This design comes from an exercise in tuning for small area and few clock cycles on the open sky130 flow, not from production work. Only simulation tests tie the RTL to the original design; equivalence was not proved. Power is estimated from default activity; no workload was simulated.

## nonogram_solver
module nonogram_solver (
    input  logic          clk,
    input  logic          rst,
    input  logic          start,
    input  logic [3:0]    num_rows,
    input  logic [3:0]    num_cols,
    input  logic [111:0]  counts,        
    input  logic [7:0]    in_word,
    input  logic          in_valid,
    output logic          in_ready,
    output logic [7:0]    out_word,
    output logic          out_valid,
    input  logic          out_ready,
    output logic [63:0]   known,
    output logic [63:0]   assigned,
    output logic          solved
);
clock: 10.0 ns
lec_check: 0
cap_margin: 20
core_margin: 2
core_utilization: 60
slew_margin: 20
synth_hierarchical: 1
standard.sh (not shown) runs the stock make flow with config.mk's settings and CLKGATE_MAP_FILE= SYNTH_SCRIPT=/design/flow/synth_recipe.tcl, a recipe that flattens the netlist after the stock synthesis.
==> flow/flow/run.sh <==
#!/bin/bash
# The standard layout with three changes: the smallest buffer on every input
# and output port; logic gates that synthesis sized up swapped back to their
# smallest size before placement (downsize.tcl), leaving placement's repair to
# size up what the layout needs; and a clock tree of small buffers in small
# clusters without dummy loads.
set -euo pipefail
export BUFFER_PORTS_ARGS="-buffer_cell sky130_fd_sc_hd__buf_1"
export CTS_ARGS="-sink_clustering_enable -repair_clock_nets -dont_use_dummy_load -buf_list sky130_fd_sc_hd__clkbuf_4 -sink_clustering_size 12 -sink_clustering_max_diameter 30"
bash standard.sh floorplan > standard_floorplan.log 2>&1
RES=orfs/results/$FLOW_PLATFORM/nonogram_solver/base PLATFORM_DIR=$FLOW_HOME/platforms/$FLOW_PLATFORM \
    openroad -no_init -exit flow/downsize.tcl > downsize.log 2>&1
bash standard.sh finish > standard.log 2>&1
==> flow/flow/downsize.tcl <==
# Swap every logic gate that synthesis sized up for the weakest cell with the
# same function and pins, where that cell is smaller; placement's repair then
# sizes up only what the layout needs. Flip-flops, buffers and inverters are
# left alone.
set res $::env(RES)
read_liberty $::env(PLATFORM_DIR)/lib/sky130_fd_sc_hd__tt_025C_1v80.lib
read_db $res/2_floorplan.odb
set n 0
foreach inst [get_cells *] {
  set m [get_property $inst ref_name]
  if {![regexp {^(sky130_fd_sc_hd__([a-z0-9]+))_([0-9]+)$} $m -> base func drive]} { continue }
  if {$drive <= 1} { continue }
  if {[regexp {^(buf|clkbuf|inv|clkinv|bufinv|dfxtp|edfxtp|dfrtp|dfstp|dfbbp|dfxbp|sdf|sedf|dlx|dlclkp|conb|tap|fill|decap|diode|clkdly|dlygate|dlymetal)} $func]} { continue }
  foreach d {1 0} {
    set cand [get_lib_cells -quiet ${base}_$d]
    if {[llength $cand] && [get_property $cand area] < [get_property [get_lib_cells $m] area]} {
      replace_cell $inst $cand
      incr n
      break
    }
  }
}
puts "downsized $n gates"
write_db $res/2_floorplan.odb
Testbench counts at the start, summed over its fixed seeds: cycles 95,857.
Then changed:
--- a/flow/flow/run.sh
+++ b/flow/flow/run.sh
@@ -9 +9 @@
-export CTS_ARGS="-sink_clustering_enable -repair_clock_nets -dont_use_dummy_load -buf_list sky130_fd_sc_hd__clkbuf_4 -sink_clustering_size 12 -sink_clustering_max_diameter 30"
+export CTS_ARGS="-sink_clustering_enable -repair_clock_nets -dont_use_dummy_load -buf_list sky130_fd_sc_hd__clkbuf_4 -sink_clustering_size 9 -sink_clustering_max_diameter 45"
- CORE_UTILIZATION: 60 -> 75
Outcome:
- via count goes up by 10%
- synthesized cell count does not change
- final cell count is lower by 3.9%
- total power decreases by 1.5%
- utilization increases by 15 points
- setup slack gets worse by 0.36 ns
Then changed:
--- a/flow/flow/run.sh
+++ b/flow/flow/run.sh
@@ -12,0 +13,2 @@
+# From placement on, repair buffers nets with small buffers only.
+export DONT_USE_CELLS="sky130_fd_sc_hd__buf_4 sky130_fd_sc_hd__buf_6 sky130_fd_sc_hd__buf_8 sky130_fd_sc_hd__buf_12 sky130_fd_sc_hd__buf_16"
- CORE_UTILIZATION: 75 -> 60
=> The changed run produced a clean layout. Combinational power fell by 7.0%. Cell count climbs by 3.3%. Design area increases by about 0.9%. Total power falls by about 1.9%.
Then changed:
--- a/flow/flow/run.sh
+++ b/flow/flow/run.sh
@@ -13,2 +12,0 @@
-# From placement on, repair buffers nets with small buffers only.
-export DONT_USE_CELLS="sky130_fd_sc_hd__buf_4 sky130_fd_sc_hd__buf_6 sky130_fd_sc_hd__buf_8 sky130_fd_sc_hd__buf_12 sky130_fd_sc_hd__buf_16"
- CORE_UTILIZATION: 60 -> 67
The changed run produced a clean layout. Total power decreases by 0.35%. Setup slack loses 0.45 ns. Clock-buffer cell count does not change. Non-clock buffer count fell by 4. First-iteration DRC count came out lower by 11%. Core utilization climbs by 7.0 points. Flip-flop and latch count stays the same. Global-route usage is higher by 4.1 points. Cell area shrinks by 0.56%.
Then changed:
--- a/flow/flow/run.sh
+++ b/flow/flow/run.sh
@@ -9 +9 @@
-export CTS_ARGS="-sink_clustering_enable -repair_clock_nets -dont_use_dummy_load -buf_list sky130_fd_sc_hd__clkbuf_4 -sink_clustering_size 9 -sink_clustering_max_diameter 45"
+export CTS_ARGS="-sink_clustering_enable -repair_clock_nets -dont_use_dummy_load -buf_list sky130_fd_sc_hd__clkbuf_4 -sink_clustering_size 10 -sink_clustering_max_diameter 50"
- CORE_UTILIZATION: 67 -> 60
The changed run finished clean; synthesized cell count does not change; wire length went up by 1.5%; die area went up by 11%; final cell count went up by 2.2%.
Then changed:
--- a/flow/flow/run.sh
+++ b/flow/flow/run.sh
@@ -9 +9 @@
-export CTS_ARGS="-sink_clustering_enable -repair_clock_nets -dont_use_dummy_load -buf_list sky130_fd_sc_hd__clkbuf_4 -sink_clustering_size 10 -sink_clustering_max_diameter 50"
+export CTS_ARGS="-sink_clustering_enable -repair_clock_nets -dont_use_dummy_load -buf_list sky130_fd_sc_hd__clkbuf_4 -sink_clustering_size 9 -sink_clustering_max_diameter 45"
Sequential share of layout area barely changes; setup slack improves by 0.14 ns; area after synthesis does not change; core utilization came out higher by 0.10 points; sequential power is about the same; critical path depth is unchanged; via count barely changes; non-clock buffer count stays the same; count of clock-buffer cells in the layout came out higher by 4; die area is unchanged.

separate check: timing with driven ports:
The flow's constraints put no driver on any port. The routed layouts listed below were extracted and timed again, unchanged, in two steps. Step 1 assumes that a clkbuf_16 drives the clock port and a buf_2 every other input. Step 2, shift: input delay + t, output delay - t, t = (earliest + latest rising clock arrival at the registers) / 2. This alone moves slack from input paths to output paths. Slacks: ideal / step 1 / step 2; pairs: ideal / step 1.
run | t, ns | setup slack, ns | pins driven straight from the clock port
the first run | 0.731 | 2.641 / 2.667 / 1.936 | 1
the second run | 0.720 | 2.282 / 2.307 / 1.587 | 1
the third run | 0.704 | 2.607 / 2.632 / 1.928 | 1
the fourth run | 0.701 | 2.156 / 2.177 / 1.477 | 1
the fifth run | 0.702 | 2.471 / 2.495 / 1.793 | 1
the sixth run | 0.704 | 2.607 / 2.632 / 1.928 | 1
After both steps setup and hold are still met in every run listed. The setup slack of the first run, which loses most, moves by +0.026 ns with the drivers and by -0.705 ns with both steps.
